This design comes from an exercise in tuning for small area, a short achievable clock period and few clock cycles on the open sky130 flow, not from production work. Function was checked by simulation only, so behaviour that the tests miss may differ from the original. Power figures rest on the tool's default switching activity, not on a simulated workload.

Setup of run 1:
Design systolic_tpu, start of the top module:
module systolic_tpu
(
    input  logic                   clk,
    input  logic                   rst_n,
    input  logic                   start_valid,
    output logic                   start_ready,
    input  logic [DIM_W-1:0]       k_dim,
    input  logic [DIM_W-1:0]       m_dim,
    input  logic [DIM_W-1:0]       n_dim,
    output logic [INDEX_W-1:0]     a_index,
    input  logic [OPND_WORD_W-1:0] a_data,
    output logic [INDEX_W-1:0]     b_index,
    input  logic [OPND_WORD_W-1:0] b_data,
    output logic                   c_wr_en,
    output logic [INDEX_W-1:0]     c_index,
    output logic [C_WORD_W-1:0]    c_data
);
Size: ~7300 cells after synthesis, about 970 flip-flops, roughly 63000 um2 of cells after synthesis.
Settings: LEC_CHECK=0, ABC_AREA=1, CAP_MARGIN=20, CORE_MARGIN=2, CORE_UTILIZATION=55, SETUP_SLACK_MARGIN=4.0, SLEW_MARGIN=20; clock period 7.0 ns.
run.sh (not shown) runs the stock make flow with config.mk's settings and CLKGATE_MAP_FILE= SYNTH_SCRIPT=/design/flow/synth_recipe.tcl, a recipe that flattens the netlist after the stock synthesis.
Testbench counts of run 1, summed over its fixed seeds: cycles 41,281.
For run 2, these inputs were changed with respect to run 1:
- setting TNS_END_PERCENT to 10 for the first time
- changing SETUP_SLACK_MARGIN from 4.0 to 3.7
### Flow results
- Between run 1 and run 2, final area decreased.
- On portion of total power attributed to combinational logic: between run 2 and run 1, it ends up higher for run 1.
- Looking at global-route wire length before repair across both flows, run 2 is the stronger of the two, with run 1 trailing.
- Between run 2 and run 1, the worst path setup slack after routing is higher for run 1.
- Compared with run 1, run 2 shows a lower internal reg-to-reg setup slack.
- Run 1 → run 2: number of setup buffers added after CTS decreased about 44%; number of global-route vias before repair fell about 2.7%.
- The minimum hold slack was comparable across run 2 and run 1.
- Run 2 against run 1: critical path depth fell by 3; via count -3.8%.
### run 2 -> run 3
- a deleted TNS_END_PERCENT that had been 10
- a change of SETUP_SLACK_MARGIN from 3.7 to 3.5
[summary]
- Between run 2 and run 3, area added between synthesis and finish is higher for run 2, run 3 comes in under that.
- From run 2 to run 3 the numbers moved as follows: number of cells on the worst reg-to-reg path now larger, post-CTS setup buffer count dropped about 44%, vias per cell essentially unchanged, placed standard-cell area level.
- Worst-path cell with the longest stage delay = dfrtp_4: run 3; worst-path cell with the longest stage delay = fa_1: run 2
- Run 3: all stages complete, timing, DRC and antenna checks passed
- The lower critical path depth in cells of run 2 and run 3 is in run 2.
- Compared with run 2, run 3 shows routed length per instance that has gone down by a few percent.
- Per the comparison of run 3 with run 2, setup slack at placement shows an increase of 68 ps, maximum fanout along the worst path higher, estimated wirelength of the detail-placed design level.

========
Another version of the RTL of systolic_tpu (not shown whole).
For scale: ~7300 cells after synthesis, about 940 flip-flops, ~270 I/O pins, about 63000 um^2 of cells after synthesis.
==> flow/design.v (excerpt) <==
module systolic_tpu
(
    input  logic                   clk,
    input  logic                   rst_n,
    input  logic                   start_valid,
    output logic                   start_ready,
    input  logic [DIM_W-1:0]       k_dim,
    input  logic [DIM_W-1:0]       m_dim,
    input  logic [DIM_W-1:0]       n_dim,
    output logic [INDEX_W-1:0]     a_index,
    input  logic [OPND_WORD_W-1:0] a_data,
    output logic [INDEX_W-1:0]     b_index,
    input  logic [OPND_WORD_W-1:0] b_data,
    output logic                   c_wr_en,
    output logic [INDEX_W-1:0]     c_index,
    output logic [C_WORD_W-1:0]    c_data
);
make LEC_CHECK=0 ABC_AREA=1 CAP_MARGIN=20 CORE_MARGIN=2 CORE_UTILIZATION=55 SETUP_SLACK_MARGIN=4.0 SLEW_MARGIN=20 TNS_END_PERCENT=5 finish   # period 7.0 ns
The baseline finished with timing, DRC and antenna clean.
Testbench counts at the start, summed over its fixed seeds: cycles 41,281.
Then changed:
- SETUP_SLACK_MARGIN: 4.0 -> 3.5
- TNS_END_PERCENT: 5 -> not set
Result:
- core utilization is lower by 2.5 points
- clock skew climbs by 0.0057 ns
- fmax drops by 4.0%
- die area does not change
- via count went down by 1.3%
- register-to-register slack degrades by 0.14 ns
- area after synthesis is unchanged
- cell area shrinks by 3.7%

========
Setup of v59:
Another version of the RTL of systolic_tpu (not shown whole).
Size in the first run: ~8100 cells after synthesis, ~270 I/O pins, ~65000 um^2 of cells after synthesis.
Settings: LEC_CHECK=0, ABC_AREA=1, CAP_MARGIN=20, CORE_MARGIN=2, CORE_UTILIZATION=55, SETUP_SLACK_MARGIN=4.3, SLEW_MARGIN=20, TNS_END_PERCENT=3; clock period 7.0 ns.
Testbench counts of v59, summed over its fixed seeds: cycles 41,281.
Setup changes, v59 to v1
# v59
export LEC_CHECK = 0
export ABC_AREA = 1
export CAP_MARGIN = 20
export CORE_MARGIN = 2
export CORE_UTILIZATION = 55
export SETUP_SLACK_MARGIN = 4.3
export SLEW_MARGIN = 20
export TNS_END_PERCENT = 3
create_clock -name core_clock -period 7.0 [get_ports {clk}]
# v1
export LEC_CHECK = 0
export ABC_AREA = 1
export CAP_MARGIN = 20
export CORE_MARGIN = 2
export CORE_UTILIZATION = 65
export SETUP_SLACK_MARGIN = 4.0
export SLEW_MARGIN = 20
export TNS_END_PERCENT = 5
create_clock -name core_clock -period 7.0 [get_ports {clk}]
==> comparison <==
v1 ended up with a lower layout overhead on the synthesized area than v59 did. Diff v59 -> v1: number of clock sinks seen by CTS saw little to no change, share of the cycle needed by the critical path after routing moved up, worst hold slack went down, clock buffer instance count of the final layout went down by about 10%, met2 demand-to-capacity share in global routing moved up.
> inputs changed (v1 -> v20)
# v1
export LEC_CHECK = 0
export ABC_AREA = 1
export CAP_MARGIN = 20
export CORE_MARGIN = 2
export CORE_UTILIZATION = 65
export SETUP_SLACK_MARGIN = 4.0
export SLEW_MARGIN = 20
export TNS_END_PERCENT = 5
create_clock -name core_clock -period 7.0 [get_ports {clk}]
# v20
export LEC_CHECK = 0
export ABC_AREA = 1
export CAP_MARGIN = 20
export CORE_MARGIN = 2
export CORE_UTILIZATION = 65
export SETUP_SLACK_MARGIN = 3.7
export SLEW_MARGIN = 20
export TNS_END_PERCENT = 10
create_clock -name core_clock -period 7.0 [get_ports {clk}]
### Flow results
v1 reached the end of the flow, and the finished layout is clean on the timing, design-rule and antenna checks.
In summary, v20 completed successfully, with a layout that passed the timing, design-rule and antenna checks.
On hold slack, v20 and v1 are basically level.
On upper clock frequency limit, v20 does worse than v1.
v1 has a higher overall track demand over capacity in global routing than v20.
Looking at met1 track demand over resource in global routing, v20 sits 0.32 points higher than v1 does.
Comparing v20 and v1, the lower number of antenna violations at the first check in global routing was measured on v20.
Sort v20 and v1 by required time of the worst setup path, ascending, and v1 comes first.
Final weighted congestion of routability-driven global placement ends up higher on v1.
Inputs modified between v20 and v27:
# v20
export LEC_CHECK = 0
export ABC_AREA = 1
export CAP_MARGIN = 20
export CORE_MARGIN = 2
export CORE_UTILIZATION = 65
export SETUP_SLACK_MARGIN = 3.7
export SLEW_MARGIN = 20
export TNS_END_PERCENT = 10
create_clock -name core_clock -period 7.0 [get_ports {clk}]
# v27
export LEC_CHECK = 0
export ABC_AREA = 1
export CAP_MARGIN = 20
export CORE_MARGIN = 2
export CORE_UTILIZATION = 55
export SETUP_SLACK_MARGIN = 4.0
export SLEW_MARGIN = 20
export TNS_END_PERCENT = 5
create_clock -name core_clock -period 7.0 [get_ports {clk}]
## What came out
Both conditions hold for v27: the flow ran to the end and the final layout passed the timing, design-rule and antenna checks.
Final net count (higher): v27
Against v20, v27 comes in about 1.2% higher on multi-input logic area.
The source-to-sink clock delay at the later pin of the worst-skew pair was comparable across v27 and v20.
Comparing sequential share of power for v27 and v20, the smaller number came from v27.
Floorplan die height: v27 > v20
Compared with v20, v27 improves setup slack.
NOTE: per-cell routed wire length in v27 exceeds that of v20
Looking at largest fanout on the critical path, v27 sits 6 higher than v20 does.
met3 global-route usage was higher in the run labelled v20.
Of the two values seen for highest-delay cell along the critical path, sky130_fd_sc_hd__fa_1 was produced by v27 and sky130_fd_sc_hd__fa_2 by v20.
On non-clock buffer count: v27 sits above v20.
Inputs modified between v27 and v16:
# v27
export LEC_CHECK = 0
export ABC_AREA = 1
export CAP_MARGIN = 20
export CORE_MARGIN = 2
export CORE_UTILIZATION = 55
export SETUP_SLACK_MARGIN = 4.0
export SLEW_MARGIN = 20
export TNS_END_PERCENT = 5
create_clock -name core_clock -period 7.0 [get_ports {clk}]
# v16
export LEC_CHECK = 0
export ABC_AREA = 1
export CAP_MARGIN = 20
export CORE_MARGIN = 2
export CORE_UTILIZATION = 55
export SETUP_SLACK_MARGIN = 3.7
export SLEW_MARGIN = 20
export TNS_END_PERCENT = 10
create_clock -name core_clock -period 7.0 [get_ports {clk}]
--- outcome ---
Relative area of clock buffers and inverters in the final design in v16 vs v27: up 0.26 points. Time the final worst path needs with I/O delays and setup ended up 72 ps higher on v16 than on v27. Relative to v27, wire length has gone up in v16. Total power: v16 below v27. Against v27, v16 comes in 4 lower on critical path depth.

========
systolic_tpu, a different RTL version from the one above (not shown whole).
Size in the first run: ~740 flip-flops, ~270 I/O pins.
export LEC_CHECK = 0
export CAP_MARGIN = 20
export CORE_MARGIN = 2
export CORE_UTILIZATION = 40
export SETUP_SLACK_MARGIN = 2.5
export SLEW_MARGIN = 20
create_clock -name core_clock -period 7.0 [get_ports {clk}]
Testbench counts at the start, summed over its fixed seeds: cycles 43,639.
Change:
Settings changed: ABC_CLOCK_PERIOD_IN_PS set to 3500, SETUP_SLACK_MARGIN 2.5 to 3.5.
The changed run went through all stages and came out clean.
Synthesized cell count stays the same.
Setup slack gains 0.51 ns.
Sequential power is higher slightly.
Via count is higher by roughly a tenth.
Cell count is higher by a few percent.
Clock power is higher by a few percent.

==> afterwards: timing with drivers on the ports <==
In the flow no input, the clock included, has a driving cell. The finished layouts below were timed again as built, in two steps. Step 1: set_driving_cell puts a clkbuf_16 on clk and a buf_2 on each other input, an assumption about the parent block. Step 2 adds t to the input delays and takes it off the output delays; t is the mean of the earliest and latest rising clock arrival at the registers after step 1. Input paths then give back, and output paths get back, about the clock's delay inside the block. a / b / c = ideal / step 1 / step 2; a / b = the first two.
run	shift t [ns]	setup slack, ns	worst setup path after step 2	worst register clock-pin slew, ns
run 1	0.792	3.694 / 3.694 / 3.537	input to register	0.07 / 0.07
run 2	0.806	3.626 / 3.625 / 3.064	input to register	0.07 / 0.07
run 3	0.790	3.482 / 3.482 / 2.992	input to register	0.07 / 0.07
the first run of note 2	0.806	3.646 / 3.636 / 3.335	input to register	0.07 / 0.07
the second run of note 2	0.794	3.507 / 3.507 / 2.968	input to register	0.07 / 0.07
v59	0.822	3.757 / 3.710 / 3.558	input to register	0.07 / 0.07
v1	0.786	3.677 / 3.658 / 3.155	input to register	0.07 / 0.07
v20	0.791	3.601 / 3.601 / 3.090	input to register	0.07 / 0.07
v27	0.810	3.752 / 3.724 / 3.413	input to register	0.07 / 0.07
v16	0.831	3.679 / 3.648 / 3.129	input to register	0.07 / 0.07
the first run of note 4	0.800	2.614 / 2.662 / 1.862	input to register	0.07 / 0.07
the second run of note 4	0.805	3.123 / 3.123 / 2.814	input to register	0.07 / 0.07
After both steps setup and hold are still met in every run listed. The setup slack of the first run of note 4, which loses most, moves by +0.048 ns with the drivers and by -0.752 ns with both steps.
